From an optimization exercise on the open Yosys and OpenROAD flow, aimed at small area; shortcuts taken in it are not production practice. Function was checked by simulation only, so behaviour that the tests miss may differ from the original. Power figures rest on the tool's default switching activity, not on a simulated workload. The flow treats the clock pin as an ideal source, which a real chip does not have.

--- design.v ---
package ctrl_types_pkg;
  localparam int KV_CMD_IDX_W = 16;
  typedef enum logic [0:0] {
    KV_IDLE  = 1'b0,
    KV_FLUSH = 1'b1
  } kv_mem_state_e;
  typedef struct packed {
    logic                    sel;    
    logic                    wr;     
    logic                    del;    
    logic [KV_CMD_IDX_W-1:0] idx;    
  } kv_mem_cmd_t;
endpackage
module kv_prio_onehot #(
  parameter int WIDTH = 16
) (
  input  logic [WIDTH-1:0] req_in,
  output logic [WIDTH-1:0] gnt_out
);
  logic [WIDTH-1:0] below;
  always_comb begin
    below[0] = 1'b0;
    for (int i = 1; i < WIDTH; i++) begin
      below[i] = below[i-1] | req_in[i-1];
    end
  end
  assign gnt_out = req_in & ~below;
endmodule
module kv_read_mux #(
  parameter int N = 16,
  parameter int W = 64
) (
  input  logic [N-1:0]        sel_in,
  input  logic [N-1:0][W-1:0] data_in,
  output logic [W-1:0]        data_out
);
  always_comb begin
    data_out = '0;
    for (int i = 0; i < N; i++) begin
      data_out = data_out | (data_in[i] & {W{sel_in[i]}});
    end
  end
endmodule
module kv_key_match #(
  parameter int N = 16,
  parameter int W = 32
) (
  input  logic [W-1:0]        key_in,
  input  logic [N-1:0]        valid_in,
  input  logic [N-1:0][W-1:0] keys_in,
  output logic [N-1:0]        match_out
);
  always_comb begin
    for (int i = 0; i < N; i++) begin
      match_out[i] = valid_in[i] && (keys_in[i] == key_in);
    end
  end
endmodule
module kv_cell_next #(
  parameter int N = 16,
  parameter int W = 96
) (
  input  logic [N-1:0]        wr_in,
  input  logic [N-1:0]        hold_in,
  input  logic [W-1:0]        din_in,
  input  logic [N-1:0][W-1:0] q_in,
  output logic [N-1:0][W-1:0] d_out
);
  always_comb begin
    for (int i = 0; i < N; i++) begin
      d_out[i] = (din_in & {W{wr_in[i]}}) | (q_in[i] & {W{hold_in[i]}});
    end
  end
endmodule
module kv_mem_block #(
  parameter int NUM_ENTRIES = 16,
  parameter int KEY_WIDTH   = 32,
  parameter int VALUE_WIDTH = 64
) (
  input  logic                               clk,
  input  logic                               rst_n,
  input  logic [KEY_WIDTH-1:0]               key_in,
  input  logic [VALUE_WIDTH-1:0]             value_in,
  input  logic                               select_in,
  input  logic                               write_in,
  input  logic                               delete_in,
  input  logic [NUM_ENTRIES-1:0]             idx_in,
  input  logic                               flush_in,
  output logic                               hit,
  output logic [NUM_ENTRIES-1:0]             hit_idx,
  output logic [VALUE_WIDTH-1:0]             value_out,
  output logic                               free_valid,
  output logic [NUM_ENTRIES-1:0]             free_idx,
  output logic [$clog2(NUM_ENTRIES+1)-1:0]   count,
  output logic                               busy,
  output logic                               err,
  output ctrl_types_pkg::kv_mem_state_e      dbg_state
);
  localparam int N  = NUM_ENTRIES;
  localparam int CW = $clog2(NUM_ENTRIES + 1);
  localparam int PW = $clog2(NUM_ENTRIES);
  localparam int SW = KEY_WIDTH + VALUE_WIDTH;    
  logic                         busy_q;
  logic [PW-1:0]                ptr_q;
  logic [N-1:0]                 valid_q;
  logic [N-1:0][SW-1:0]         cell_q, cell_d;
  logic [N-1:0][KEY_WIDTH-1:0]  key_q;
  logic [N-1:0][VALUE_WIDTH-1:0] val_q;
  logic [CW-1:0]                count_q;
  logic                         err_q;
  for (genvar i = 0; i < N; i++) begin : g_cell
    assign key_q[i] = cell_q[i][SW-1:VALUE_WIDTH];
    assign val_q[i] = cell_q[i][VALUE_WIDTH-1:0];
  end
  logic [N-1:0] match, key_hit_idx, free_vec, idx_low, idx_valid, acc_idx;
  logic         key_hit, idx_ok, any_free, idx_hit;
  kv_key_match #(.N(N), .W(KEY_WIDTH)) u_match (
    .key_in    (key_in),
    .valid_in  (valid_q),
    .keys_in   (key_q),
    .match_out (match)
  );
  kv_prio_onehot #(.WIDTH(N)) u_hit_sel (
    .req_in  (match),
    .gnt_out (key_hit_idx)
  );
  kv_prio_onehot #(.WIDTH(N)) u_free_sel (
    .req_in  (~valid_q),
    .gnt_out (free_vec)
  );
  kv_prio_onehot #(.WIDTH(N)) u_idx_low (
    .req_in  (idx_in),
    .gnt_out (idx_low)
  );
  assign key_hit   = |match;
  assign any_free  = ~&valid_q;
  assign idx_ok    = (|idx_in) && (idx_low == idx_in);
  assign idx_valid = idx_in & valid_q;
  assign idx_hit   = |idx_valid;
  always_comb begin
    acc_idx = '0;
    if (!busy_q) begin
      if (select_in) acc_idx = idx_ok ? idx_valid : '0;
      else           acc_idx = key_hit_idx;
    end
  end
  kv_read_mux #(.N(N), .W(VALUE_WIDTH)) u_read (
    .sel_in   (acc_idx),
    .data_in  (val_q),
    .data_out (value_out)
  );
  assign hit        = |acc_idx;
  assign hit_idx    = acc_idx;
  assign free_idx   = free_vec;
  assign free_valid = any_free;
  assign count      = count_q;
  assign busy       = busy_q;
  assign dbg_state  = busy_q ? ctrl_types_pkg::KV_FLUSH : ctrl_types_pkg::KV_IDLE;
  logic         idle_cmd, do_del, wr_req, do_idx_wr, do_key_wr;
  logic [N-1:0] wr_vec, hold_vec, clr_vec;
  logic         cnt_inc, cnt_dec;
  assign idle_cmd  = !busy_q && !flush_in;
  assign do_del    = idle_cmd && delete_in && idx_ok;
  assign wr_req    = idle_cmd && write_in && !delete_in;
  assign do_idx_wr = wr_req && select_in && idx_ok;
  assign do_key_wr = wr_req && !select_in;
  always_comb begin
    wr_vec = '0;
    if (do_idx_wr)      wr_vec = idx_in;
    else if (do_key_wr) wr_vec = key_hit ? key_hit_idx : free_vec;
  end
  always_comb begin
    clr_vec = '0;
    if (do_del) clr_vec = idx_in;
    if (busy_q) clr_vec = N'(1) << ptr_q;
  end
  assign cnt_inc = (do_idx_wr && !idx_hit) || (do_key_wr && !key_hit && any_free);
  assign cnt_dec = (do_del && idx_hit) || (busy_q && valid_q[ptr_q]);
  assign hold_vec = ~wr_vec;
  kv_cell_next #(.N(N), .W(SW)) u_next (
    .wr_in   (wr_vec),
    .hold_in (hold_vec),
    .din_in  ({key_in, value_in}),
    .q_in    (cell_q),
    .d_out   (cell_d)
  );
  always_ff @(posedge clk) begin
    cell_q <= cell_d;
  end
  always_ff @(posedge clk or negedge rst_n) begin
    if (!rst_n) begin
      valid_q <= '0;
      count_q <= '0;
    end else begin
      valid_q <= (valid_q | wr_vec) & ~clr_vec;
      if (cnt_inc)      count_q <= count_q + CW'(1);
      else if (cnt_dec) count_q <= count_q - CW'(1);
    end
  end
  always_ff @(posedge clk or negedge rst_n) begin
    if (!rst_n) begin
      busy_q <= 1'b0;
    end else if (busy_q) begin
      busy_q <= (ptr_q != PW'(N - 1));
    end else begin
      busy_q <= flush_in;
    end
  end
  always_ff @(posedge clk) begin
    ptr_q <= busy_q ? ptr_q + PW'(1) : '0;
  end
  logic illegal;
  assign illegal = idle_cmd && (
                     (delete_in && !idx_ok) ||
                     (delete_in && write_in) ||
                     (wr_req && select_in && !idx_ok) ||
                     (do_key_wr && !key_hit && !any_free));
  always_ff @(posedge clk or negedge rst_n) begin
    if (!rst_n) begin
      err_q <= 1'b0;
    end else if (!busy_q && flush_in) begin
      err_q <= 1'b0;
    end else if (illegal) begin
      err_q <= 1'b1;
    end
  end
  assign err = err_q;
endmodule
--- flow/run.sh ---
#!/bin/bash
# Standard ORFS layout with two changes: port buffers use the smallest
# buffer cell (the resizer still upsizes any that need it), and clock tree
# synthesis uses larger sink clusters without dummy loads.
set -euo pipefail
export BUFFER_PORTS_ARGS="-buffer_cell sky130_fd_sc_hd__buf_1"
export CTS_ARGS="-sink_clustering_enable -repair_clock_nets -sink_clustering_size 25 -sink_clustering_max_diameter 60 -dont_use_dummy_load"
bash standard.sh > standard_flow.log 2>&1
--- standard.sh ---
#!/bin/bash
# synth_recipe.tcl (not shown) runs the flow's synth.tcl, then flattens the netlist and writes it again
# the make line also repeats each setting of config.mk as NAME=value (left out here)
make -C /OpenROAD-flow-scripts/flow DESIGN_CONFIG=/design/flow/config.mk WORK_HOME=/design/flow/orfs CLKGATE_MAP_FILE= SYNTH_SCRIPT=/design/flow/synth_recipe.tcl "${@:-finish}"
--- config.mk ---
export PLATFORM = sky130hd
export DESIGN_NAME = kv_mem_block
export DESIGN_NICKNAME = kv_mem_block
export VERILOG_FILES = /design/flow/design.v
export SDC_FILE = /design/flow/constraint.sdc
export NUM_CORES = 4
export LEC_CHECK = 0
export CAP_MARGIN = 20
export CORE_MARGIN = 2
export CORE_UTILIZATION = 60
export PLACE_DENSITY = 0.7
export SETUP_SLACK_MARGIN = 0.2
export SLEW_MARGIN = 20
export SYNTH_HIERARCHICAL = 1
--- constraint.sdc ---
create_clock -name core_clock -period 14.0 [get_ports {clk}]
set_input_delay 2.8000 -clock core_clock [delete_from_list [all_inputs] [get_ports {clk}]]
set_output_delay 2.8000 -clock core_clock [all_outputs]
set_load 0.01 [all_outputs]
==> results.toml, run 1 <==
[status]
status = "complete, no violations"

[clocking]
clk_path_buf_depth = 3
cts_made_buffers = 112
ctsResizeCount = 0
cts_hold_repair.buffers = 0
worst_setup_hold_path_clk_slew_ps = 50
clock_tree.root_cell = "sky130_fd_sc_hd__clkbuf_16"
clock_sink_count = 1563
htreeDepth = 3
post_cts_buffers = 0
clock_latency_ps = 730
tritoncts = "done"

[synthesis]
syn-cell-area_um2 = 63100
commonest_register_cell_after_synthesis = "sky130_fd_sc_hd__dfxtp_1"
yosys_warnings = 11
postSynthCellCount = 5484
synth_seq_cells = 1563
ys_types = 54
synth_async_sr_flop_share = 0.0147
seq_area_frac_synth = 0.498
synth_top_area_share = 0.489
synth_top_cells_by_area = "sky130_fd_sc_hd__dfxtp_1 49%, sky130_fd_sc_hd__a22o_1 25%, sky130_fd_sc_hd__xor2_1 6.8%"
yosysTopAreaCell = "sky130_fd_sc_hd__dfxtp_1"
syn_nets = 5612
synth_area_per_cell_um2 = 11.5
number_of_enable_flip_flop_cells_after_synthesis = 0

[power]
total_power_mw = 8.36
power.share.clock = 0.347
ir_worst_vdd_mv = 0.128
cellLeakagePower_nw = 25.2
pwr-share-comb = 0.078
cellPowerDensity_nw_per_um2 = 129
power_switching_mw = 2.04
netSwitchingFraction = 0.244
power.internal_mw = 6.31
power_frac_seq = 0.574

[route]
detail_route.drc_violations = 0
routed_via_density = 7.25
vias = 47700
drt_iter0_drc = 5761
drtPass1Iterations = 6
final_antenna_net_count = 0
post_drt_wl_per_cell_um = 30.6
detail_route.wirelength_mm = 202

[placed_design]
dp_worst_setup_slack_ps = 3370
place_congestion = 0.870
dpl.hpwl_mm = 111
port_buffers = 223

[timing]
report.final.slew_viol_count = 0
max-slew-margin-rel = 0.185
finClkSkew_ps = 83.0
hold_viol = 0
finalSetupViolations = 0
post-route-worst-setup-slack_ps = 3210
max_clk_rate_ghz = 0.0927
rsz0062_at_grt = "false"
worst_pin_slew_ps = 1220
fin_setup_tns_ps = 0
post-route-min-period_ps = 10790
fin_crit_sh = 0.771

[global_routing]
number_of_global_route_vias_before_repair = 45900
grt_overflow_total = 0
grt_pass1_wl_mm = 299
antenna_found_initial = 16
grtUsageTotal = 0.362
grt_max_degree = 98

[worst_setup_path]
worstSetupPathType = "primary input to output port"
start_kind = "primary input"
path_cells = "clkbuf_2 > xor2_1 > nor4_1 > nand4_1 > nor3_1 > nor4_4 > nand2_2 > and4bb_1 > nand2_1 > o21ai_4 > buf_4 > buf_4 > a22o_1 > a221oi_1 > nand4_1 > buf_1"
critical-path-max-stage-delay_ps = 870
worstReg2RegStart = "cell_q[367]$_DFF_P_"
critPathArrivalTime_ps = 7990
worstPathMaxFanout = 38
setup.worst_path.end_class = "output port"
critical_path_buffer_and_inverter_count = 4
critPathSlowestCell = "sky130_fd_sc_hd__nor3_1"
startpoint = "key_in[15]"
cpLargestDelayFamily = "simple AND/OR/NAND/NOR gates"
critPathRequiredTime_ps = 11200

[die]
initial_core_util = 0.607
rows = 118
die-width_um = 328
fp.dieH_um = 328
core_area_um2 = 104000
dieArea_um2 = 108000
num_io_pins = 224

[hold_path]
timing.hold.worst.class = "flop to flop"
min_from = "count_q[4]$_DFFE_PN0P_"

[final_layout]
finalNetCount = 5322
mostFrequentLayoutCell = "sky130_fd_sc_hd__a22o_1"
syn_to_final_growth_pct = 2.34
most-common-layout-cells = "1,802 x sky130_fd_sc_hd__a22o_1, 1,540 x sky130_fd_sc_hd__dfxtp_1, 488 x sky130_fd_sc_hd__xor2_1, 259 x sky130_fd_sc_hd__a221oi_1, 191 x sky130_fd_sc_hd__buf_1"
drive_gt1_frac = 0.0649

[flow_run]
cap_violations = 0
worst reg2reg max path, delay by kind of cell, from the launching register on:
| family | cells | cell delay [ps] |
|---|---|---|
| AND/OR/NAND/NOR | 6 | 2250 |
| buffers and inverters | 4 | 1900 |
| AO/OA/AOI/OAI | 2 | 670 |
| flip-flops | 1 | 330 |
| multiplexers | 1 | 230 |
| XOR/XNOR | 1 | 140 |
power groups by stage:
stage	logic [mW]	registers, mW	clock network (mW)
2_1_floorplan	0.516	4.83	0
3_3_place_gp	0.632	4.88	0
3_5_place_dp	0.642	4.89	0
4_1_cts	0.646	4.79	2.92
5_1_grt	0.708	4.81	3.07
6_report	0.656	4.80	2.90
flip-flops by register name, summed over array words and instances, names as in the netlist:
signal,flops
count_q,5
ptr_q,4
err_q,1
cell_q,1536
busy_q,1
valid_q,16
cells in the mapped netlist (7+ instances only):
cell,number
sky130_fd_sc_hd__xor2_1,488
sky130_fd_sc_hd__clkbuf_1,98
sky130_fd_sc_hd__clkbuf_2,41
sky130_fd_sc_hd__nor4_2,8
sky130_fd_sc_hd__buf_1,14
sky130_fd_sc_hd__inv_1,44
sky130_fd_sc_hd__o21ai_0,17
sky130_fd_sc_hd__nor2b_1,9
sky130_fd_sc_hd__and3_1,12
sky130_fd_sc_hd__buf_6,218
sky130_fd_sc_hd__dfrtp_1,23
sky130_fd_sc_hd__nor3b_1,7
sky130_fd_sc_hd__nor2_1,37
sky130_fd_sc_hd__nand3_1,34
sky130_fd_sc_hd__ha_1,9
sky130_fd_sc_hd__and2_1,12
sky130_fd_sc_hd__mux2i_1,18
sky130_fd_sc_hd__nor4_1,130
sky130_fd_sc_hd__nand2_1,47
sky130_fd_sc_hd__a21oi_1,34
sky130_fd_sc_hd__buf_2,259
sky130_fd_sc_hd__dfxtp_1,1540
sky130_fd_sc_hd__a221oi_1,259
sky130_fd_sc_hd__a22o_1,1802
sky130_fd_sc_hd__xnor2_1,42
sky130_fd_sc_hd__buf_4,102
sky130_fd_sc_hd__nand4_1,96
sky130_fd_sc_hd__nor3_1,29
layer usage:
metal  global-route usage  part of all wire
met3               0.0862              0.12
met1                0.518              0.42
met2                0.539              0.43
met5                    0           0.00064
met4                0.115             0.032
cell type report:
type | count | area [µm²]
timing repair buffer | 332 | 1720
clock buffer | 112 | 2800
tap | 1380 | 1730
antenna | 9 | 22.5
inverter | 46 | 213
sequential | 1563 | 31400
fill | 8398 | 39400
multi-input combinational | 3139 | 26700
cell families (layout without fill, tap and decap cells):
family,Yosys count,in the layout,share of synthesized area
DFF,1563,1563,0.498
xor gates and xnor gates,531,531,0.0738
buffers and inverters,782,490,0.0853
AOI/OAI and AO/OA,2132,2132,0.294
other,0,9,0
adders and majority gates,10,10,0.00210
muxes,25,25,0.00500
and+or+nand+nor,441,441,0.0418
path summary, 6_finish.rpt:
path	slack, ps	endpoint	cells past startpoint
worst max register to register	8360	cell_q[294]$_DFF_P_	14
worst max-delay path	3210	value_out[2]	16
worst min-delay path	470	count_q[4]$_DFFE_PN0P_	1
min in group asynchronous	2080	valid_q[11]$_DFF_PN0_	2
worst min register to register	470	count_q[4]$_DFFE_PN0P_	1
max in group asynchronous	11640	busy_q$_DFF_PN0_	2
per-stage QoR:
step	cells	hold WS [ps]	util	area (µm²)
floorplan	5484	440	-	63100
global placement	6460	453	0.594	61700
finish	6581	470	0.621	64600
detailed placement	6460	454	0.594	61700
global route	6575	476	0.621	64500
CTS	6572	470	0.621	64500
==> run 2, diff against run 1 <==
==> run.sh (new file) <==
#!/bin/bash
# synth_recipe.tcl (not shown) runs the flow's synth.tcl, then flattens the netlist and writes it again
# the make line also repeats each setting of config.mk as NAME=value (left out here)
make -C /OpenROAD-flow-scripts/flow DESIGN_CONFIG=/design/flow/config.mk WORK_HOME=/design/flow/orfs CLKGATE_MAP_FILE= SYNTH_SCRIPT=/design/flow/synth_recipe.tcl finish
--- a/config.mk
+++ b/config.mk
@@ -9,4 +9,6 @@
 export CORE_MARGIN = 2
-export CORE_UTILIZATION = 60
-export PLACE_DENSITY = 0.7
+export CORE_UTILIZATION = 50
+export CTS_CLUSTER_DIAMETER = 60
+export CTS_CLUSTER_SIZE = 25
+export PLACE_DENSITY = 0.6
 export SETUP_SLACK_MARGIN = 0.2
removed: flow/run.sh
removed: standard.sh
==> results.toml, run 2 <==
[status]
status = "complete, no violations"

[global_routing]
grt_pass1_wl_mm = 310
antenna_found_initial = 11
grt_max_degree = 98
grtUsageTotal = 0.312
grt_overflow_total = 0
number_of_global_route_vias_before_repair = 45600

[synthesis]
ys_types = 54
seq_area_frac_synth = 0.498
postSynthCellCount = 5484
post_synth_fa_ha_maj_area_fraction = 0.00210
synth_async_sr_flop_share = 0.0147
synth_area_per_cell_um2 = 11.5
syn-cell-area_um2 = 63100
netlist_top_cells_count = "1,802 x sky130_fd_sc_hd__a22o_1, 1,540 x sky130_fd_sc_hd__dfxtp_1, 488 x sky130_fd_sc_hd__xor2_1"
compound_cell_area_share_of_the_yosys_netlist = 0.294
syn_nets = 5612
synth_top_area_share = 0.489
number_of_enable_flip_flop_cells_after_synthesis = 0
largest_family_of_logic_cells_by_synthesized_area = "compound AO/OA/AOI/OAI gates"
synth_seq_cells = 1563
yosysTopAreaCell = "sky130_fd_sc_hd__dfxtp_1"
most_numerous_cell_in_the_yosys_netlist = "sky130_fd_sc_hd__a22o_1"
synthSimpleGateAreaFrac = 0.0418
yosys_warnings = 11
synth_top_cells_by_area = "sky130_fd_sc_hd__dfxtp_1 49%, sky130_fd_sc_hd__a22o_1 25%, sky130_fd_sc_hd__xor2_1 6.8%"
share_of_cell_area_taken_by_muxes_after_synthesis = 0.00500
post_synth_xor_area_fraction = 0.0738
commonest_register_cell_after_synthesis = "sky130_fd_sc_hd__dfxtp_1"

[clocking]
clock_sink_count = 1563
ctsResizeCount = 0
clock_latency_ps = 790
worst_setup_hold_path_clk_slew_ps = 80
cts_made_buffers = 121
cts_hold_repair.buffers = 0
post_cts_buffers = 0
clk_path_buf_depth = 3
clock_tree.root_cell = "sky130_fd_sc_hd__clkbuf_16"
tritoncts = "done"
htreeDepth = 3

[timing]
worst_pin_slew_ps = 1190
hold_viol = 0
max-slew-margin-rel = 0.201
rsz0062_at_grt = "false"
fin_setup_tns_ps = 0
report.final.slew_viol_count = 0
post-route-min-period_ps = 11340
max_clk_rate_ghz = 0.0882
finClkSkew_ps = 57.6
fin_crit_sh = 0.810
finalSetupViolations = 0

[hold_path]
timing.hold.worst.class = "flop to flop"

[worst_setup_path]
critPathArrivalTime_ps = 8540
start_kind = "primary input"
worstSetupPathType = "primary input to output port"
setup.worst_path.end_class = "output port"
critPathRequiredTime_ps = 11200
worstPathMaxFanout = 41
r2r_setup_slack_ps = 8320

[route]
detail_route.wirelength_mm = 208
post_drt_wl_per_cell_um = 29.8
vias = 47000
detail_route.drc_violations = 0
final_antenna_net_count = 0
routed_via_density = 6.73
drt_iter0_drc = 4953
drtPass1Iterations = 6

[power]
power_frac_seq = 0.518
power_switching_mw = 2.48
netSwitchingFraction = 0.268
cellPowerDensity_nw_per_um2 = 137
cellLeakagePower_nw = 26.5
ir_worst_vdd_mv = 0.118
power.share.clock = 0.408
pwr-share-comb = 0.075
power.internal_mw = 6.79

[final_layout]
finalNetCount = 5347
max_reg_flops = 1536
most-common-layout-cells = "1,802 x sky130_fd_sc_hd__a22o_1, 1,540 x sky130_fd_sc_hd__dfxtp_1, 488 x sky130_fd_sc_hd__xor2_1, 259 x sky130_fd_sc_hd__a221oi_1, 191 x sky130_fd_sc_hd__clkdlybuf4s50_1"
layout_top_registers = "cell_q: 1536 flops, valid_q: 16 flops, count_q: 5 flops"
mostFrequentLayoutCell = "sky130_fd_sc_hd__a22o_1"
drive_gt1_frac = 0.0877
cell_area_after_layout_um2 = 67800
registers.top_by_ff_count = "cell_q"
syn_to_final_growth_pct = 7.47

[die]
rows = 130
fp.dieH_um = 359
initial_core_util = 0.503
core_area_um2 = 125000
dieArea_um2 = 129000
die-width_um = 359
num_io_pins = 224

[placed_design]
dpl.hpwl_mm = 119
placed_cell_area_um2 = 63400
place_congestion = 0.904
port_buffers = 223

[flow_run]
cap_violations = 0
[run 2: cell counts after synthesis]
No cell type changed its count.
[run 2: final cells by class]
cell class              instances  area, µm²
diodes                          2       5.00
clock buffers                 132       3180
clock inverters                97       1200
fillers                     10700      57600
inverters                      46        213
multi-input cells            3139      26700
flip-flops and latches       1563      31400
well taps                    1650       2060
repair buffers                348       3070
[run 2: metal layers]
| metal | global-route usage | vias up | part of all wire |
|---|---|---|---|
| li1 | - | 20500 | - |
| met1 | 0.447 | 23800 | 0.45 |
| met2 | 0.477 | 2290 | 0.44 |
| met3 | 0.0590 | 380 | 0.089 |
| met4 | 0.0889 | 16 | 0.027 |
| met5 | 0 | - | 0.00049 |
[run 2: final timing paths]
path / from / endpoint / cells after the start
worst max-delay path: idx_in[1] / value_out[62] / 15
worst min-delay path: count_q[4]$_DFFE_PN0P_ / count_q[4]$_DFFE_PN0P_ / 1
worst max register to register: cell_q[1054]$_DFF_P_ / cell_q[63]$_DFF_P_ / 14
worst min register to register: count_q[4]$_DFFE_PN0P_ / count_q[4]$_DFFE_PN0P_ / 1
max in group asynchronous: rst_n / valid_q[7]$_DFF_PN0_ / 2
min in group asynchronous: rst_n / count_q[3]$_DFFE_PN0P_ / 2
[run 2: cells by family (layout without fill, tap and decap cells)]
group	count (synthesis)	count (layout)
buf+inv	782	623
xor+xnor	531	531
mux	25	25
compound gates	2132	2132
simple gates	441	441
flops	1563	1563
fa+ha+maj	10	10
other cells	0	2
[run 2: power by group through the flow]
stage | Clock (mW) | Combinational, mW | Sequential, mW
6_report | 3.78 | 0.693 | 4.80
5_1_grt | 4.00 | 0.750 | 4.82
4_1_cts | 3.83 | 0.688 | 4.79
3_5_place_dp | 0 | 0.683 | 4.89
3_3_place_gp | 0 | 0.676 | 4.90
2_1_floorplan | 0 | 0.516 | 4.83
[run 2: worst max-delay path: stages]
cell                              delay, ps
sky130_fd_sc_hd__clkdlybuf4s50_1        710
sky130_fd_sc_hd__nor4_4                 460
sky130_fd_sc_hd__nand2_2                170
sky130_fd_sc_hd__nor4_2                 330
sky130_fd_sc_hd__xnor2_1                160
sky130_fd_sc_hd__nand4_1                150
sky130_fd_sc_hd__nor4_4                 430
sky130_fd_sc_hd__nand4b_1               160
sky130_fd_sc_hd__buf_4                  300
sky130_fd_sc_hd__o21ai_4                820
sky130_fd_sc_hd__buf_4                  790
sky130_fd_sc_hd__a22o_1                 260
sky130_fd_sc_hd__a221oi_1                50
sky130_fd_sc_hd__nand4_1                240
sky130_fd_sc_hd__clkdlybuf4s50_1        590
[run 2: metrics by stage]
| stage | util | hold WS [ps] | worst slack, ps | power, mW | cells |
|---|---|---|---|---|---|
| global placement | 0.505 | 453 | 2860 | 5.57 | 6745 |
| floorplan | - | 440 | 5370 | 5.34 | 5484 |
| CTS | 0.540 | 477 | 2780 | 9.31 | 6974 |
| detailed placement | 0.505 | 455 | 2780 | 5.58 | 6745 |
| global route | 0.541 | 485 | 2370 | 9.57 | 6977 |
| finish | 0.541 | 473 | 2660 | 9.28 | 6977 |
==> run 3, diff against run 2 <==
--- a/config.mk
+++ b/config.mk
@@ -9,6 +9,4 @@
 export CORE_MARGIN = 2
-export CORE_UTILIZATION = 50
-export CTS_CLUSTER_DIAMETER = 60
-export CTS_CLUSTER_SIZE = 25
-export PLACE_DENSITY = 0.6
+export CORE_UTILIZATION = 30
+export PLACE_DENSITY = 0.45
 export SETUP_SLACK_MARGIN = 0.2
==> results.toml, run 3 <==
[worst_setup_path]
worstPathMaxFanout = 27
critPathRequiredTime_ps = 11200
start_kind = "primary input"
cpLargestDelayFamily = "buffers and inverters"
critPathArrivalTime_ps = 8610
path_cells = "clkdlybuf4s50_1 > nor4_4 > nand2_2 > nor3b_1 > xnor2_1 > nand4_1 > nor4_4 > nand4b_1 > buf_4 > o21ai_4 > buf_4 > a22o_1 > a221oi_1 > nand4_1 > clkdlybuf4s50_1"
setup.worst_path.end_class = "output port"
critical_path_buffer_and_inverter_count = 4
critPathSlowestCell = "sky130_fd_sc_hd__o21ai_4"
critical-path-max-stage-delay_ps = 890
worstSetupPathType = "primary input to output port"

[route]
drtPass1Iterations = 6
vias = 47200
detail_route.wirelength_mm = 240
drt_iter0_drc = 4316
final_antenna_net_count = 0
post_drt_wl_per_cell_um = 29.2
detail_route.drc_violations = 0
routed_via_density = 5.73

[clocking]
cts_made_buffers = 174
worst_setup_hold_path_clk_slew_ps = 60
cts_hold_repair.buffers = 0
post_cts_buffers = 0
clock_tree.root_cell = "sky130_fd_sc_hd__clkbuf_16"
htreeDepth = 4
clock_latency_ps = 830
tritoncts = "done"
ctsResizeCount = 0
clock_sink_count = 1563
clk_path_buf_depth = 3

[synthesis]
postSynthCellCount = 5484
synth_seq_cells = 1563
largest_family_of_logic_cells_by_synthesized_area = "compound AO/OA/AOI/OAI gates"
share_of_cell_area_taken_by_muxes_after_synthesis = 0.00500
synthSimpleGateAreaFrac = 0.0418
post_synth_fa_ha_maj_area_fraction = 0.00210
synth_area_per_cell_um2 = 11.5
ys_types = 54
seq_area_frac_synth = 0.498
most_numerous_cell_in_the_yosys_netlist = "sky130_fd_sc_hd__a22o_1"
synth_top_area_share = 0.489
yosysTopAreaCell = "sky130_fd_sc_hd__dfxtp_1"
synth_async_sr_flop_share = 0.0147
commonest_register_cell_after_synthesis = "sky130_fd_sc_hd__dfxtp_1"
post_synth_xor_area_fraction = 0.0738
synth_top_cells_by_area = "sky130_fd_sc_hd__dfxtp_1 49%, sky130_fd_sc_hd__a22o_1 25%, sky130_fd_sc_hd__xor2_1 6.8%"
yosys_warnings = 11
compound_cell_area_share_of_the_yosys_netlist = 0.294
syn_nets = 5612
netlist_top_cells_count = "1,802 x sky130_fd_sc_hd__a22o_1, 1,540 x sky130_fd_sc_hd__dfxtp_1, 488 x sky130_fd_sc_hd__xor2_1"
number_of_enable_flip_flop_cells_after_synthesis = 0
syn-cell-area_um2 = 63100

[global_routing]
grtUsageTotal = 0.217
grt_max_degree = 99
grt_overflow_total = 0
number_of_global_route_vias_before_repair = 46100
antenna_found_initial = 24
grt_pass1_wl_mm = 346

[timing]
hold_viol = 0
max-slew-margin-rel = 0.193
finalHoldWorstSlack_ps = 469
post-route-min-period_ps = 11410
fin_setup_tns_ps = 0
report.final.slew_viol_count = 0
max_clk_rate_ghz = 0.0876
finClkSkew_ps = 51.0
post-route-worst-setup-slack_ps = 2590
fin_crit_sh = 0.815
worst_pin_slew_ps = 1190
rsz0062_at_grt = "false"
finalSetupViolations = 0

[placed_design]
place_congestion = 0.804
dpl.hpwl_mm = 137
dpl.cell_count = 7917
placed_cell_area_um2 = 65000
port_buffers = 223
dp_worst_setup_slack_ps = 2700

[final_layout]
registers.top_by_ff_count = "cell_q"
drive_gt1_frac = 0.0971
final-instance-count-excl-fill = 8240
syn_to_final_growth_pct = 12.4
cell_area_after_layout_um2 = 70900
finalNetCount = 5417
most-common-layout-cells = "1,802 x sky130_fd_sc_hd__a22o_1, 1,540 x sky130_fd_sc_hd__dfxtp_1, 488 x sky130_fd_sc_hd__xor2_1, 259 x sky130_fd_sc_hd__a221oi_1, 191 x sky130_fd_sc_hd__clkdlybuf4s50_1"
mostFrequentLayoutCell = "sky130_fd_sc_hd__a22o_1"
layout_top_registers = "cell_q: 1536 flops, valid_q: 16 flops, count_q: 5 flops"
layout.core_utilization = 0.339
max_reg_flops = 1536

[status]
status = "complete, no violations"

[power]
cellPowerDensity_nw_per_um2 = 144
cellLeakagePower_nw = 27.3
ir_worst_vdd_mv = 0.0977
total_power_mw = 10.2

[die]
rows = 168
dieArea_um2 = 214000
die-width_um = 463
core_area_um2 = 209000
num_io_pins = 224
initial_core_util = 0.301
fp.dieH_um = 463

[flow_run]
cap_violations = 0

[hold_path]
timing.hold.worst.class = "flop to flop"
-- run 3: cell counts after synthesis --
Identical to the previous run, type by type.
-- run 3: final cells by class --
cell class              instances  area (µm²)
fillers                     20800      138000
flip-flops and latches       1563       31400
multi-input cells            3139       26700
clock buffers                 265        5190
well taps                    2805        3510
repair buffers                365        3250
clock inverters                48         652
inverters                      46         253
diodes                          9        22.5
-- run 3: final timing paths --
check	start	end	slack (ps)	cells after the start
worst max-delay path	idx_in[0]	value_out[0]	2590	15
worst min-delay path	cell_q[1448]$_DFF_P_	cell_q[1448]$_DFF_P_	470	1
worst max register to register	cell_q[278]$_DFF_P_	cell_q[1190]$_DFF_P_	8330	14
worst min register to register	cell_q[1448]$_DFF_P_	cell_q[1448]$_DFF_P_	470	1
max in group asynchronous	rst_n	valid_q[3]$_DFF_PN0_	11330	2
min in group asynchronous	rst_n	valid_q[5]$_DFF_PN0_	2370	2
-- run 3: cells by family (layout without fill, tap and decap cells) --
group | after synthesis | count (layout)
other | 0 | 9
multiplexers | 25 | 25
AO/OA/AOI/OAI | 2132 | 2132
XOR/XNOR | 531 | 531
adder cells (fa/ha/maj) | 10 | 10
flip-flops | 1563 | 1563
buffers and inverters | 782 | 724
AND/OR/NAND/NOR | 441 | 441
-- run 3: where the power goes --
part	switching, mW	internal [mW]	total [mW]
Sequential	0.170	4.63	4.80
Clock	1.97	2.71	4.68
Combinational	0.384	0.320	0.704
Total	2.52	7.66	10.2
-- run 3: routing by layer --
metal | track usage | vias up | part of all wire
met3 | 0.0359 | 349 | 0.067
met2 | 0.328 | 1963 | 0.43
met1 | 0.314 | 24100 | 0.47
met5 | 0 | - | 0.00025
li1 | - | 20700 | -
met4 | 0.0613 | 10 | 0.026
==> run 4, diff against run 3 <==
--- a/design.v
+++ b/design.v
@@ -28,2 +28,8 @@
 endmodule
+module kv_aoi222 (
+  input  logic a0, b0, a1, b1, a2, b2,
+  output logic y_n
+);
+  assign y_n = ~((a0 & b0) | (a1 & b1) | (a2 & b2));
+endmodule
 module kv_read_mux #(
@@ -36,7 +42,24 @@
 );
-  always_comb begin
-    data_out = '0;
-    for (int i = 0; i < N; i++) begin
-      data_out = data_out | (data_in[i] & {W{sel_in[i]}});
-    end
+  localparam int NG = N / 3;    
+  for (genvar j = 0; j < W; j++) begin : g_bit
+    logic [NG-1:0] grp_n;
+    logic [N-1:0]  tail;
+    logic          rest;
+    for (genvar g = 0; g < NG; g++) begin : g_grp
+      kv_aoi222 u_aoi (
+        .a0 (sel_in[3*g]),   .b0 (data_in[3*g][j]),
+        .a1 (sel_in[3*g+1]), .b1 (data_in[3*g+1][j]),
+        .a2 (sel_in[3*g+2]), .b2 (data_in[3*g+2][j]),
+        .y_n(grp_n[g])
+      );
+    end
+    for (genvar i = 0; i < N; i++) begin : g_tail
+      if (i >= 3 * NG) begin : g_use
+        assign tail[i] = sel_in[i] & data_in[i][j];
+      end else begin : g_skip
+        assign tail[i] = 1'b0;
+      end
+    end
+    assign rest = |tail;
+    assign data_out[j] = ~(&grp_n) | rest;
   end
==> flow/run.sh (new file) <==
#!/bin/bash
# Standard ORFS layout with two changes: port buffers use the smallest
# buffer cell (the resizer still upsizes any that need it), and clock tree
# synthesis uses larger sink clusters without dummy loads.
set -euo pipefail
export BUFFER_PORTS_ARGS="-buffer_cell sky130_fd_sc_hd__buf_1"
export CTS_ARGS="-sink_clustering_enable -repair_clock_nets -sink_clustering_size 25 -sink_clustering_max_diameter 60 -dont_use_dummy_load"
bash standard.sh > standard_flow.log 2>&1
==> standard.sh (new file) <==
#!/bin/bash
# synth_recipe.tcl (not shown) runs the flow's synth.tcl, then flattens the netlist and writes it again
# the make line also repeats each setting of config.mk as NAME=value (left out here)
make -C /OpenROAD-flow-scripts/flow DESIGN_CONFIG=/design/flow/config.mk WORK_HOME=/design/flow/orfs CLKGATE_MAP_FILE= SYNTH_SCRIPT=/design/flow/synth_recipe.tcl "${@:-finish}"
--- a/config.mk
+++ b/config.mk
@@ -9,4 +9,4 @@
 export CORE_MARGIN = 2
-export CORE_UTILIZATION = 30
-export PLACE_DENSITY = 0.45
+export CORE_UTILIZATION = 60
+export PLACE_DENSITY = 0.7
 export SETUP_SLACK_MARGIN = 0.2
removed: run.sh
==> results.toml, run 4 <==
[synthesis]
yosysTopAreaCell = "sky130_fd_sc_hd__dfxtp_1"
netlist_top_cells_count = "1,546 x sky130_fd_sc_hd__a22o_1, 1,540 x sky130_fd_sc_hd__dfxtp_1, 488 x sky130_fd_sc_hd__xor2_1"
share_of_cell_area_taken_by_muxes_after_synthesis = 0.00511
syn_nets = 5443
largest_family_of_logic_cells_by_synthesized_area = "compound AO/OA/AOI/OAI gates"
synth_top_area_share = 0.500
synth_async_sr_flop_share = 0.0147
post_synth_xor_area_fraction = 0.0755
commonest_register_cell_after_synthesis = "sky130_fd_sc_hd__dfxtp_1"
synth_top_cells_by_area = "sky130_fd_sc_hd__dfxtp_1 50%, sky130_fd_sc_hd__a22o_1 22%, sky130_fd_sc_hd__xor2_1 6.9%"
synth_seq_cells = 1563
ys_types = 54
post_synth_fa_ha_maj_area_fraction = 0.00215
postSynthCellCount = 5315
syn-cell-area_um2 = 61700
yosys_warnings = 10
compound_cell_area_share_of_the_yosys_netlist = 0.280
synth_area_per_cell_um2 = 11.6
synthSimpleGateAreaFrac = 0.0531
most_numerous_cell_in_the_yosys_netlist = "sky130_fd_sc_hd__a22o_1"
number_of_enable_flip_flop_cells_after_synthesis = 0
seq_area_frac_synth = 0.509

[timing]
post-route-worst-setup-slack_ps = 3230
max_clk_rate_ghz = 0.0928
worst_pin_slew_ps = 1230
post-route-min-period_ps = 10770
fin_crit_sh = 0.770
finClkSkew_ps = 86.2
finalSetupViolations = 0
max-slew-margin-rel = 0.178
hold_viol = 0
fin_setup_tns_ps = 0
rsz0062_at_grt = "false"
report.final.slew_viol_count = 0

[route]
detail_route.wirelength_mm = 198
routed_via_density = 7.26
post_drt_wl_per_cell_um = 30.5
final_antenna_net_count = 0
vias = 47200
drtPass1Iterations = 9
drt_iter0_drc = 6765
detail_route.drc_violations = 0

[worst_setup_path]
critPathRequiredTime_ps = 11200
setup.worst_path.end_class = "output port"
r2r_setup_slack_ps = 7880
worstPathMaxFanout = 40
worstSetupPathType = "primary input to output port"
start_kind = "primary input"
critPathArrivalTime_ps = 7970

[die]
num_io_pins = 224
die-width_um = 325
dieArea_um2 = 105000
initial_core_util = 0.605
fp.dieH_um = 325
core_area_um2 = 102000
rows = 117

[clocking]
worst_setup_hold_path_clk_slew_ps = 50
post_cts_buffers = 0
tritoncts = "done"
clock_latency_ps = 740
clock_tree.root_cell = "sky130_fd_sc_hd__clkbuf_16"
cts_made_buffers = 113
htreeDepth = 3
clock_sink_count = 1563
ctsResizeCount = 0
clk_path_buf_depth = 3
cts_hold_repair.buffers = 0

[final_layout]
finalNetCount = 5257
registers.top_by_ff_count = "cell_q"
syn_to_final_growth_pct = 3.65
max_reg_flops = 1536
fill_cells = 8187
cell_area_after_layout_um2 = 63900
layout_top_registers = "cell_q: 1536 flops, valid_q: 16 flops, count_q: 5 flops"
mostFrequentLayoutCell = "sky130_fd_sc_hd__a22o_1"
final-instance-count-excl-fill = 6499
drive_gt1_frac = 0.0653
most-common-layout-cells = "1,546 x sky130_fd_sc_hd__a22o_1, 1,540 x sky130_fd_sc_hd__dfxtp_1, 488 x sky130_fd_sc_hd__xor2_1, 320 x sky130_fd_sc_hd__a222oi_1, 191 x sky130_fd_sc_hd__buf_1"
layout.core_utilization = 0.627

[power]
cellLeakagePower_nw = 24.6
cellPowerDensity_nw_per_um2 = 131
ir_worst_vdd_mv = 0.110

[placed_design]
dpl.hpwl_mm = 109
dpl.cell_count = 6381
place_congestion = 0.933
dp_worst_setup_slack_ps = 3340
port_buffers = 223
placed_cell_area_um2 = 61000

[global_routing]
number_of_global_route_vias_before_repair = 45900
grt_max_degree = 99
grtUsageTotal = 0.360
grt_pass1_wl_mm = 295
antenna_found_initial = 12
grt_overflow_total = 0

[status]
status = "complete, no violations"

[hold_path]
timing.hold.worst.class = "flop to flop"

[flow_run]
cap_violations = 0
[run 4: path summary, 6_finish.rpt]
kind,startpoint,to,cells after the start
max reg2reg,cell_q[1425]$_DFF_P_,cell_q[591]$_DFF_P_,14
min in group asynchronous,rst_n,valid_q[15]$_DFF_PN0_,2
max,key_in[11],value_out[5],16
min,count_q[4]$_DFFE_PN0P_,count_q[4]$_DFFE_PN0P_,1
min reg2reg,count_q[4]$_DFFE_PN0P_,count_q[4]$_DFFE_PN0P_,1
max in group asynchronous,rst_n,valid_q[0]$_DFF_PN0_,2
[run 4: area by class of cell]
| cell class | instances | area, µm² | share of cell area |
|---|---|---|---|
| sequential | 1563 | 31400 | 0.491 |
| multi-input combinational | 3075 | 26000 | 0.407 |
| inverter | 46 | 213 | 0.00333 |
| clock buffer | 113 | 2830 | 0.0442 |
| timing repair buffer | 330 | 1730 | 0.0271 |
| antenna | 4 | 10.0 | 0.000157 |
| tap | 1368 | 1710 | 0.0268 |
[run 4: metal layers]
| metal | routed length [µm] | track usage |
|---|---|---|
| met1 | 80900 | 0.500 |
| met2 | 87800 | 0.557 |
| met3 | 22300 | 0.0748 |
| met4 | 7260 | 0.130 |
| met5 | 83 | 0 |
[run 4: kinds of logic (layout without fill, tap and decap cells)]
| family | count (synthesis) | in the layout |
|---|---|---|
| adders and majority gates | 10 | 10 |
| DFF | 1563 | 1563 |
| buffers and inverters | 677 | 489 |
| AOI/OAI and AO/OA | 1940 | 1940 |
| and+or+nand+nor | 569 | 569 |
| xor gates and xnor gates | 531 | 531 |
| muxes | 25 | 25 |
| other | 0 | 4 |
[run 4: per-module statistics from Yosys (local to each module, per instance), a selection]
module,cell area (µm²),copies in the design
kv_mem_block,33300,1
kv_aoi222,10.0,320
[run 4: power by group]
part / internal (mW) / switching, mW
combinational: 0.290 / 0.369
sequential: 4.62 / 0.181
clock: 1.42 / 1.49
[run 4: per-stage QoR]
| step | hold WS, ps | power [mW] |
|---|---|---|
| 2_1_floorplan | 439 | 5.34 |
| 5_1_grt | 481 | 8.61 |
| 4_1_cts | 472 | 8.36 |
| 6_report | 468 | 8.37 |
| 3_5_place_dp | 453 | 5.54 |
| 3_3_place_gp | 452 | 5.52 |
[run 4: worst max-delay path, cell delays in order]
cell and delay [ps]:
sky130_fd_sc_hd__clkbuf_2 630, sky130_fd_sc_hd__buf_4 320, sky130_fd_sc_hd__xor2_1 90, sky130_fd_sc_hd__nor4_1 340, sky130_fd_sc_hd__nand4_1 160, sky130_fd_sc_hd__nor3_1 910
sky130_fd_sc_hd__nor4_2 120, sky130_fd_sc_hd__nand2_2 190, sky130_fd_sc_hd__and4bb_1 240, sky130_fd_sc_hd__nand2_1 110, sky130_fd_sc_hd__o21ai_4 280, sky130_fd_sc_hd__buf_4 480
sky130_fd_sc_hd__a222oi_1 380, sky130_fd_sc_hd__and3_1 220, sky130_fd_sc_hd__nand4_1 380, sky130_fd_sc_hd__buf_1 260
==> run 5, diff against run 4 <==
--- a/flow/run.sh
+++ b/flow/run.sh
@@ -6,3 +6,3 @@
 export BUFFER_PORTS_ARGS="-buffer_cell sky130_fd_sc_hd__buf_1"
-export CTS_ARGS="-sink_clustering_enable -repair_clock_nets -sink_clustering_size 25 -sink_clustering_max_diameter 60 -dont_use_dummy_load"
+export CTS_ARGS="-sink_clustering_enable -repair_clock_nets -sink_clustering_size 30 -sink_clustering_max_diameter 75 -dont_use_dummy_load"
 bash standard.sh > standard_flow.log 2>&1
--- a/config.mk
+++ b/config.mk
@@ -9,4 +9,4 @@
 export CORE_MARGIN = 2
-export CORE_UTILIZATION = 60
-export PLACE_DENSITY = 0.7
+export CORE_UTILIZATION = 70
+export PLACE_DENSITY = 0.78
 export SETUP_SLACK_MARGIN = 0.2
==> results.toml, run 5 <==
[worst_setup_path]
worstPathMaxFanout = 56
critPathSlowestCell = "sky130_fd_sc_hd__buf_4"
critPathArrivalTime_ps = 7920
worstRegToRegCells = 14
critical_path_buffer_and_inverter_count = 4
cp_num_cells = 13
path_cells = "clkbuf_2 > buf_4 > xor2_1 > nor4_1 > nand3_1 > nor3_1 > nor4b_1 > nand2_1 > o21ai_4 > buf_4 > a222oi_1 > nand4_1 > buf_1"
cp_common_cell = "sky130_fd_sc_hd__buf_4"
worstReg2RegStart = "cell_q[163]$_DFF_P_"
critical-path-max-stage-delay_ps = 800
cpLargestDelayFamily = "simple AND/OR/NAND/NOR gates"
worstSetupPathType = "primary input to output port"
setup.worst_path.end_class = "output port"
start_kind = "primary input"
startpoint = "key_in[22]"
critPathRequiredTime_ps = 11200

[synthesis]
postSynthCellCount = 5315
synth_top_area_share = 0.500
synth_seq_cells = 1563
yosysTopAreaCell = "sky130_fd_sc_hd__dfxtp_1"
commonest_register_cell_after_synthesis = "sky130_fd_sc_hd__dfxtp_1"
most_numerous_cell_in_the_yosys_netlist = "sky130_fd_sc_hd__a22o_1"
syn_nets = 5443
netlist_top_cells_count = "1,546 x sky130_fd_sc_hd__a22o_1, 1,540 x sky130_fd_sc_hd__dfxtp_1, 488 x sky130_fd_sc_hd__xor2_1"
seq_area_frac_synth = 0.509
synth_top_cells_by_area = "sky130_fd_sc_hd__dfxtp_1 50%, sky130_fd_sc_hd__a22o_1 22%, sky130_fd_sc_hd__xor2_1 6.9%"
syn-cell-area_um2 = 61700
number_of_enable_flip_flop_cells_after_synthesis = 0
synth_area_per_cell_um2 = 11.6
synth_async_sr_flop_share = 0.0147
yosys_warnings = 10
ys_types = 54

[clocking]
clock_sink_count = 1563
clk_path_buf_depth = 3
htreeDepth = 2
cts_made_buffers = 61
worst_setup_hold_path_clk_slew_ps = 50
cts_hold_repair.buffers = 0
tritoncts = "done"
clock_tree.root_cell = "sky130_fd_sc_hd__clkbuf_16"
post_cts_buffers = 0
clock_latency_ps = 720
ctsResizeCount = 0

[die]
core_area_um2 = 87000
dieArea_um2 = 90500
fp.dieH_um = 301
rows = 108
initial_core_util = 0.709
num_io_pins = 224
die-width_um = 301

[placed_design]
placed_cell_area_um2 = 60800
dpl.hpwl_mm = 105
dpl.cell_count = 6170
port_buffers = 223
place_congestion = 0.928

[route]
drt_iter0_drc = 7462
post_drt_wl_per_cell_um = 30.4
detail_route.wirelength_mm = 190
drtPass1Iterations = 9
detail_route.drc_violations = 0
final_antenna_net_count = 0
vias = 47400
routed_via_density = 7.59

[timing]
hold_viol = 0
rsz0062_at_grt = "false"
finClkSkew_ps = 78.9
finalSetupViolations = 0
max_clk_rate_ghz = 0.0933
fin_crit_sh = 0.766
worst_pin_slew_ps = 1240
max-slew-margin-rel = 0.174
fin_setup_tns_ps = 0
report.final.slew_viol_count = 0
post-route-min-period_ps = 10720

[global_routing]
antenna_found_initial = 11
grt_overflow_total = 0
grtUsageTotal = 0.405
grt_pass1_wl_mm = 285
grt_max_degree = 77
number_of_global_route_vias_before_repair = 45300

[hold_path]
worstHoldPathCells = 1
min_from = "cell_q[1452]$_DFF_P_"
timing.hold.worst.class = "flop to flop"

[final_layout]
layout_top_registers = "cell_q: 1536 flops, valid_q: 16 flops, count_q: 5 flops"
cell_area_after_layout_um2 = 62300
fill_cells = 6321
max_reg_flops = 1536
drive_gt1_frac = 0.0559
syn_to_final_growth_pct = 1.09
most-common-layout-cells = "1,546 x sky130_fd_sc_hd__a22o_1, 1,540 x sky130_fd_sc_hd__dfxtp_1, 488 x sky130_fd_sc_hd__xor2_1, 320 x sky130_fd_sc_hd__a222oi_1, 191 x sky130_fd_sc_hd__buf_1"
mostFrequentLayoutCell = "sky130_fd_sc_hd__a22o_1"
final-instance-count-excl-fill = 6239
registers.top_by_ff_count = "cell_q"
finalNetCount = 5207

[power]
ir_worst_vdd_mv = 0.133
cellPowerDensity_nw_per_um2 = 121
cellLeakagePower_nw = 23.9
total_power_mw = 7.57

[flow_run]
cap_violations = 0

[status]
status = "complete, no violations"
-- run 5: layer usage --
metal / part of all wire / routed length (µm) / global-route usage / up-vias
met5: 0.00036 / 68 / 0 / -
met4: 0.040 / 7500 / 0.155 / 10
met3: 0.13 / 23900 / 0.0834 / 534
met2: 0.43 / 82500 / 0.618 / 3384
met1: 0.40 / 75800 / 0.569 / 23300
li1: - / - / - / 20100
-- run 5: stage by stage --
step / setup slack, ps / utilization / hold WS, ps
floorplan: 2060 / - / 439
global placement: 3730 / 0.698 / 452
detailed placement: 3670 / 0.698 / 453
CTS: 3660 / 0.716 / 475
global route: 3340 / 0.716 / 488
finish: 3280 / 0.716 / 472
-- run 5: layout make-up --
cell class / count / area (µm²) / share of cell area
Sequential cell: 1563 / 31400 / 0.504
Multi-Input combinational cell: 3075 / 26000 / 0.417
Timing Repair Buffer: 332 / 1720 / 0.0275
Clock buffer: 61 / 1530 / 0.0245
Tap cell: 1155 / 1450 / 0.0232
Inverter: 46 / 213 / 0.00341
Antenna cell: 7 / 17.5 / 0.000281
-- run 5: worst paths after layout --
check                                             end  slack (ps)
min in group asynchronous       valid_q[13]$_DFF_PN0_        2080
worst min-delay path             cell_q[1452]$_DFF_P_         470
worst max-delay path                    value_out[52]        3280
worst min register to register   cell_q[1452]$_DFF_P_         470
worst max register to register    cell_q[108]$_DFF_P_        7790
max in group asynchronous        valid_q[7]$_DFF_PN0_       11640
-- run 5: modules after synthesis (local to each module, per instance), a selection --
module	flip-flops and latches	cells inside	area, µm²	times used
kv_mem_block	1563	1858	33300	1
kv_aoi222	0	1	10.0	320
-- run 5: kinds of logic (layout without fill, tap and decap cells) --
logic type	count (synthesis)	in the layout	share of synthesized area
buffers and inverters	677	439	0.0747
xor gates and xnor gates	531	531	0.0755
adders and majority gates	10	10	0.00215
AOI/OAI and AO/OA	1940	1940	0.280
muxes	25	25	0.00511
and+or+nand+nor	569	569	0.0531
other	0	7	0
DFF	1563	1563	0.509
-- run 5: power by group --
part           total [mW]  switching (mW)  internal (mW)  leakage (nW)
combinational       0.652           0.363          0.289          10.5
sequential           4.80           0.177           4.62          12.7
clock                2.12            1.34          0.782         0.752
==> run 6, diff against run 5 <==
--- a/config.mk
+++ b/config.mk
@@ -7,8 +7,8 @@
 export LEC_CHECK = 0
-export CAP_MARGIN = 20
+export CAP_MARGIN = 5
 export CORE_MARGIN = 2
-export CORE_UTILIZATION = 70
-export PLACE_DENSITY = 0.78
+export CORE_UTILIZATION = 75
+export PLACE_DENSITY = 0.82
 export SETUP_SLACK_MARGIN = 0.2
-export SLEW_MARGIN = 20
+export SLEW_MARGIN = 5
 export SYNTH_HIERARCHICAL = 1
==> results.toml, run 6 <==
[final_layout]
final-instance-count-excl-fill = 6147
cell_area_after_layout_um2 = 62100
layout.core_utilization = 0.760
most-common-layout-cells = "1,546 x sky130_fd_sc_hd__a22o_1, 1,540 x sky130_fd_sc_hd__dfxtp_1, 488 x sky130_fd_sc_hd__xor2_1, 320 x sky130_fd_sc_hd__a222oi_1, 191 x sky130_fd_sc_hd__buf_1"
layout_top_registers = "cell_q: 1536 flops, valid_q: 16 flops, count_q: 5 flops"
registers.top_by_ff_count = "cell_q"
finalNetCount = 5199
syn_to_final_growth_pct = 0.769
drive_gt1_frac = 0.0546
fill_cells = 5565
mostFrequentLayoutCell = "sky130_fd_sc_hd__a22o_1"
max_reg_flops = 1536

[timing]
worst_pin_slew_ps = 1300
fin_setup_tns_ps = 0
max_clk_rate_ghz = 0.0933
finalSetupViolations = 0
report.final.slew_viol_count = 0
rsz0062_at_grt = "false"
hold_viol = 0
fin_crit_sh = 0.766
post-route-min-period_ps = 10720
finClkSkew_ps = 71.4
finalHoldWorstSlack_ps = 481
max-slew-margin-rel = 0.137

[synthesis]
synth_top_area_share = 0.500
syn_nets = 5443
syn-cell-area_um2 = 61700
yosys_warnings = 10
ys_types = 54
commonest_register_cell_after_synthesis = "sky130_fd_sc_hd__dfxtp_1"
seq_area_frac_synth = 0.509
netlist_top_cells_count = "1,546 x sky130_fd_sc_hd__a22o_1, 1,540 x sky130_fd_sc_hd__dfxtp_1, 488 x sky130_fd_sc_hd__xor2_1"
synth_top_cells_by_area = "sky130_fd_sc_hd__dfxtp_1 50%, sky130_fd_sc_hd__a22o_1 22%, sky130_fd_sc_hd__xor2_1 6.9%"
yosysTopAreaCell = "sky130_fd_sc_hd__dfxtp_1"
number_of_enable_flip_flop_cells_after_synthesis = 0
synth_async_sr_flop_share = 0.0147
synth_area_per_cell_um2 = 11.6
postSynthCellCount = 5315
most_numerous_cell_in_the_yosys_netlist = "sky130_fd_sc_hd__a22o_1"
synth_seq_cells = 1563

[worst_setup_path]
critical-path-max-stage-delay_ps = 970
cpLargestDelayFamily = "simple AND/OR/NAND/NOR gates"
path_cells = "buf_1 > nor4_4 > nand2_2 > nor3b_1 > xnor2_1 > nand4_1 > nor4_4 > nand4b_1 > buf_4 > o21ai_4 > buf_4 > a222oi_1 > and3_1 > nand4_1 > buf_1"
worstSetupPathType = "primary input to output port"
critPathSlowestCell = "sky130_fd_sc_hd__o21ai_4"
critPathRequiredTime_ps = 11200
start_kind = "primary input"
critPathArrivalTime_ps = 7920
setup.worst_path.end_class = "output port"
worstPathMaxFanout = 41
critical_path_buffer_and_inverter_count = 4

[clocking]
clock_latency_ps = 700
cts_made_buffers = 60
ctsResizeCount = 0
cts_hold_repair.buffers = 0
clock_tree.root_cell = "sky130_fd_sc_hd__clkbuf_16"
clock_sink_count = 1563
clk_path_buf_depth = 3
post_cts_buffers = 0
tritoncts = "done"
htreeDepth = 2
worst_setup_hold_path_clk_slew_ps = 70

[die]
initial_core_util = 0.755
dieArea_um2 = 84500
core_area_um2 = 81700
rows = 105
die-width_um = 291
fp.dieH_um = 291
num_io_pins = 224

[placed_design]
place_congestion = 0.957
dpl.hpwl_mm = 103
placed_cell_area_um2 = 60600
port_buffers = 223
dpl.cell_count = 6079

[route]
wirelength_met1_mm = 72.1
vias = 48100
route.met2.wl_mm = 82.0
detail_route.drc_violations = 0
routed_via_density = 7.83
met3WireLength_mm = 26.9
topRoutingLayerUsed = "met5"
drtPass1Iterations = 10
detail_route.wirelength_mm = 191
post_drt_wl_per_cell_um = 31.1
final_antenna_net_count = 0
drt_iter0_drc = 7750

[power]
cellPowerDensity_nw_per_um2 = 122
ir_worst_vdd_mv = 0.134
cellLeakagePower_nw = 23.9

[hold_path]
timing.hold.worst.class = "flop to flop"

[flow_run]
cap_violations = 0

[global_routing]
grt_pass1_wl_mm = 286
number_of_global_route_vias_before_repair = 46900
grt_max_degree = 79
grtUsageTotal = 0.432
grt_overflow_total = 0
antenna_found_initial = 12

[status]
status = "complete, no violations"
==> run 6: per-module statistics from Yosys, one instance, submodules excluded, excerpt <==
module / copies in the design / flops+latches / cells inside
kv_mem_block: 1 / 1563 / 1858
kv_aoi222: 320 / 0 / 1
==> run 6: routing by layer <==
layer	global-route usage	up-vias
li1	-	20100
met1	0.578	23300
met2	0.658	3945
met3	0.105	785
met4	0.215	6
met5	0	-
==> run 6: kinds of logic (layout without fill, tap and decap cells) <==
logic type / Yosys count / after routing / share of synthesized area
buffers and inverters: 677 / 431 / 0.0747
DFF: 1563 / 1563 / 0.509
and+or+nand+nor: 569 / 569 / 0.0531
AOI/OAI and AO/OA: 1940 / 1940 / 0.280
adders and majority gates: 10 / 10 / 0.00215
xor gates and xnor gates: 531 / 531 / 0.0755
other: 0 / 8 / 0
muxes: 25 / 25 / 0.00511
==> run 6: cell type report <==
| class | count | area, µm² | share of cell area |
|---|---|---|---|
| antenna | 8 | 20.0 | 0.000322 |
| clock buffer | 60 | 1500 | 0.0242 |
| inverter | 46 | 213 | 0.00342 |
| multi-input combinational | 3075 | 26000 | 0.419 |
| sequential | 1563 | 31400 | 0.505 |
| tap | 1070 | 1340 | 0.0215 |
| timing repair buffer | 325 | 1640 | 0.0264 |
==> run 6: metrics by stage <==
stage,power [mW],setup slack (ps)
5_1_grt,7.75,3120
3_3_place_gp,5.50,3470
2_1_floorplan,5.34,2060
4_1_cts,7.52,3410
6_report,7.55,3280
3_5_place_dp,5.53,3420
==> run 6: where the power goes <==
part           internal (mW)  switching (mW)
clock                  0.770            1.32
sequential              4.62           0.179
combinational          0.288           0.369
total                   5.68            1.87
==> run 6: final timing paths <==
path / from / to / slack (ps) / cells after the start
hold / removal: cell_q[7]$_DFF_P_ / cell_q[7]$_DFF_P_ / 480 / 1
setup reg to reg: cell_q[460]$_DFF_P_ / cell_q[1035]$_DFF_P_ / 8370 / 14
setup / recovery: idx_in[1] / value_out[36] / 3280 / 15
max in group asynchronous: rst_n / err_q$_DFFE_PN0P_ / 11590 / 2
min in group asynchronous: rst_n / count_q[2]$_DFFE_PN0P_ / 2100 / 2
hold reg to reg: cell_q[7]$_DFF_P_ / cell_q[7]$_DFF_P_ / 480 / 1
==> run 7, diff against run 6 <==
--- a/design.v
+++ b/design.v
@@ -201,2 +201,9 @@
   assign cnt_dec = (do_del && idx_hit) || (busy_q && valid_q[ptr_q]);
+  logic [CW-1:0] cnt_flip;
+  always_comb begin
+    cnt_flip[0] = cnt_inc || cnt_dec;
+    for (int k = 1; k < CW; k++) begin
+      cnt_flip[k] = cnt_flip[k-1] && (count_q[k-1] ^ cnt_dec);
+    end
+  end
   assign hold_vec = ~wr_vec;
@@ -218,4 +225,3 @@
       valid_q <= (valid_q | wr_vec) & ~clr_vec;
-      if (cnt_inc)      count_q <= count_q + CW'(1);
-      else if (cnt_dec) count_q <= count_q - CW'(1);
+      count_q <= count_q ^ cnt_flip;
     end
==> results.toml, run 7 <==
[status]
status = "complete, no violations"

[die]
fp.dieH_um = 290
dieArea_um2 = 84300
rows = 105
initial_core_util = 0.754
num_io_pins = 224
die-width_um = 290
core_area_um2 = 81600

[final_layout]
syn_to_final_growth_pct = 0.787
mostFrequentLayoutCell = "sky130_fd_sc_hd__a22o_1"
drive_gt1_frac = 0.0523
cell_area_after_layout_um2 = 62000
final-instance-count-excl-fill = 6147
most-common-layout-cells = "1,544 x sky130_fd_sc_hd__a22o_1, 1,540 x sky130_fd_sc_hd__dfxtp_1, 504 x sky130_fd_sc_hd__xor2_1, 320 x sky130_fd_sc_hd__a222oi_1, 191 x sky130_fd_sc_hd__buf_1"
finalNetCount = 5192
max_reg_flops = 1536
fill_cells = 5604
registers.top_by_ff_count = "cell_q"
multi_input_comb_area_um2 = 25900
layout_top_registers = "cell_q: 1536 flops, valid_q: 16 flops, count_q: 5 flops"
register_area_um2 = 31400

[clocking]
clk_path_buf_depth = 3
clock_tree.root_cell = "sky130_fd_sc_hd__clkbuf_16"
post_cts_buffers = 0
ctsResizeCount = 0
clock_sink_count = 1563
worst_setup_hold_path_clk_slew_ps = 70
cts_made_buffers = 60
cts_hold_repair.buffers = 0
htreeDepth = 2
clock_latency_ps = 710
tritoncts = "done"

[route]
final_antenna_net_count = 0
drtPass1Iterations = 10
route.met2.wl_mm = 82.4
topRoutingLayerUsed = "met5"
drt_iter0_drc = 8111
detail_route.drc_violations = 0
routed_via_density = 7.84
detail_route.wirelength_mm = 193
wirelength_met1_mm = 73.5
met3WireLength_mm = 27.4
vias = 48200
post_drt_wl_per_cell_um = 31.4

[worst_setup_path]
worstSetupPathType = "primary input to output port"
r2r_setup_slack_ps = 8240
cpLargestDelayFamily = "simple AND/OR/NAND/NOR gates"
worstPathMaxFanout = 42
cp_num_cells = 15
path_cells = "buf_1 > nor4_4 > nand2_2 > nor4_1 > xor2_1 > nor4_1 > nand4_1 > nand2b_1 > or3b_1 > buf_4 > o21ai_4 > buf_4 > a222oi_1 > nand4_1 > buf_1"
critPathSlowestCell = "sky130_fd_sc_hd__o21ai_4"
start_kind = "primary input"
critPathRequiredTime_ps = 11200
worstRegToRegCells = 14
worstReg2RegStart = "cell_q[1229]$_DFF_P_"
setup.worst_path.end_class = "output port"
critical_register_to_register_path_endpoint = "cell_q[583]$_DFF_P_"
critPathArrivalTime_ps = 8060
critical-path-max-stage-delay_ps = 840
worstSetupEndpoint = "value_out[43]"
startpoint = "idx_in[0]"
critical_path_buffer_and_inverter_count = 4

[hold_path]
worstHoldPathCells = 1
timing.hold.worst.class = "flop to flop"

[synthesis]
syn_nets = 5438
postSynthCellCount = 5314
ys_types = 52
yosys_warnings = 10
compound_cell_area_share_of_the_yosys_netlist = 0.279
largest_family_of_logic_cells_by_synthesized_area = "compound AO/OA/AOI/OAI gates"
synthSimpleGateAreaFrac = 0.0545
synth_top_cells_by_area = "sky130_fd_sc_hd__dfxtp_1 50%, sky130_fd_sc_hd__a22o_1 22%, sky130_fd_sc_hd__xor2_1 7.2%"
number_of_enable_flip_flop_cells_after_synthesis = 0
most_numerous_cell_in_the_yosys_netlist = "sky130_fd_sc_hd__a22o_1"
synth_async_sr_flop_share = 0.0147
synth_area_per_cell_um2 = 11.6
share_of_cell_area_taken_by_muxes_after_synthesis = 0.00419
post_synth_xor_area_fraction = 0.0759
netlist_top_cells_count = "1,544 x sky130_fd_sc_hd__a22o_1, 1,540 x sky130_fd_sc_hd__dfxtp_1, 504 x sky130_fd_sc_hd__xor2_1"
seq_area_frac_synth = 0.511
syn-cell-area_um2 = 61500
synth_top_area_share = 0.501
commonest_register_cell_after_synthesis = "sky130_fd_sc_hd__dfxtp_1"
synth_seq_cells = 1563
post_synth_fa_ha_maj_area_fraction = 0.00122
yosysTopAreaCell = "sky130_fd_sc_hd__dfxtp_1"

[timing]
report.final.slew_viol_count = 0
max-slew-margin-rel = 0.0988
hold_viol = 0
rsz0062_at_grt = "false"
post-route-min-period_ps = 10860
finalSetupViolations = 0
finClkSkew_ps = 67.8
fin_crit_sh = 0.776
worst_pin_slew_ps = 1350
post-route-worst-setup-slack_ps = 3140
max_clk_rate_ghz = 0.0920
fin_setup_tns_ps = 0

[flow_run]
cap_violations = 0

[global_routing]
grt_overflow_total = 0
number_of_global_route_vias_before_repair = 45900
grt_max_degree = 99
antenna_found_initial = 17
grtUsageTotal = 0.439
grt_pass1_wl_mm = 289

[placed_design]
placed_cell_area_um2 = 60500
port_buffers = 223
dpl.hpwl_mm = 101
place_congestion = 0.952
dpl.cell_count = 6076
dp_worst_setup_slack_ps = 3380

[power]
cellLeakagePower_nw = 23.8
ir_worst_vdd_mv = 0.136
total_power_mw = 7.51
cellPowerDensity_nw_per_um2 = 121
-- run 7: cell type report --
type / count / share of cell area
diodes: 11 / 0.000444
clock buffers: 60 / 0.0242
inverters: 43 / 0.00325
multi-input cells: 3076 / 0.417
flip-flops and latches: 1563 / 0.507
well taps: 1070 / 0.0216
repair buffers: 324 / 0.0266
-- run 7: routing by layer --
| layer | up-vias | GRT usage |
|---|---|---|
| met5 | - | 0 |
| met4 | 10 | 0.201 |
| met3 | 777 | 0.0931 |
| met2 | 3880 | 0.656 |
| met1 | 23500 | 0.613 |
| li1 | 20100 | - |
-- run 7: how the worst min path moves through the flow --
stage	start	to	slack, ps
floorplan	cell_q[1440]$_DFF_P_	cell_q[1440]$_DFF_P_	440
global placement	cell_q[1440]$_DFF_P_	cell_q[1440]$_DFF_P_	450
detailed placement	cell_q[1453]$_DFF_P_	cell_q[1453]$_DFF_P_	450
CTS	cell_q[1158]$_DFF_P_	cell_q[1158]$_DFF_P_	480
global route	cell_q[302]$_DFF_P_	cell_q[302]$_DFF_P_	490
finish	cell_q[1158]$_DFF_P_	cell_q[1158]$_DFF_P_	480
-- run 7: modules after synthesis (local to each module, per instance), a selection --
module        cells inside  area (µm²)  times used
kv_aoi222                1        10.0         320
kv_mem_block          1857       33200           1
-- run 7: worst register-to-register path, stage by stage (launching register included) --
cell	delay (ps)
sky130_fd_sc_hd__dfxtp_1	340
sky130_fd_sc_hd__xor2_1	140
sky130_fd_sc_hd__nor4_1	470
sky130_fd_sc_hd__nand4_1	180
sky130_fd_sc_hd__nor3_1	840
sky130_fd_sc_hd__nor4_1	120
sky130_fd_sc_hd__nand4_1	130
sky130_fd_sc_hd__buf_4	320
sky130_fd_sc_hd__mux2i_1	250
sky130_fd_sc_hd__nor2_1	80
sky130_fd_sc_hd__a21oi_4	840
sky130_fd_sc_hd__buf_4	560
sky130_fd_sc_hd__inv_4	330
sky130_fd_sc_hd__buf_4	540
sky130_fd_sc_hd__a22o_1	480
-- run 7: cells by family after synthesis --
family / count (synthesis)
xor+xnor: 532
compound gates: 1929
flops: 1563
fa+ha+maj: 6
simple gates: 587
buf+inv: 675
mux: 22
-- run 7: where the power goes --
| part | switching, mW | internal [mW] |
|---|---|---|
| combinational | 0.347 | 0.256 |
| sequential | 0.181 | 4.62 |
| clock | 1.33 | 0.770 |
-- run 7: through the flow --
| step | util | hold slack, ps |
|---|---|---|
| final | 0.760 | 481 |
| after global routing | 0.760 | 488 |
| after CTS | 0.760 | 481 |
| after detailed placement | 0.741 | 453 |
| after global placement | 0.741 | 451 |
| after floorplan | - | 439 |

-- static timing again, ports no longer ideal --
In the flow no input, the clock included, has a driving cell. The finished layouts below were timed again as built, in two steps.
Step 1 assumes that a clkbuf_16 drives the clock port and a buf_2 every other input.
Step 2, shift: input delay + t, output delay - t, t = (earliest + latest rising clock arrival at the registers) / 2. This alone moves slack from input paths to output paths.
Slacks: no drivers / after step 1 / after step 2; pairs: no drivers / after step 1.
run	t (ns)	setup slack, ns	worst hold slack (ns)
run 1	0.768	3.210 / 3.168 / 3.168	0.470 / 0.470 / 0.470
run 2	0.840	2.660 / 2.638 / 2.638	0.473 / 0.473 / 0.473
run 3	0.897	2.590 / 2.569 / 2.569	0.469 / 0.469 / 0.469
run 4	0.774	3.226 / 3.206 / 3.206	0.468 / 0.468 / 0.468
run 5	0.748	3.277 / 3.256 / 3.256	0.472 / 0.472 / 0.472
run 6	0.736	3.279 / 3.258 / 3.258	0.481 / 0.481 / 0.481
run 7	0.747	3.135 / 3.115 / 3.115	0.481 / 0.481 / 0.481
After both steps every run listed still meets setup and hold. The setup slack of run 1, which loses most, moves by -0.042 ns with the drivers and by -0.042 ns with both steps.
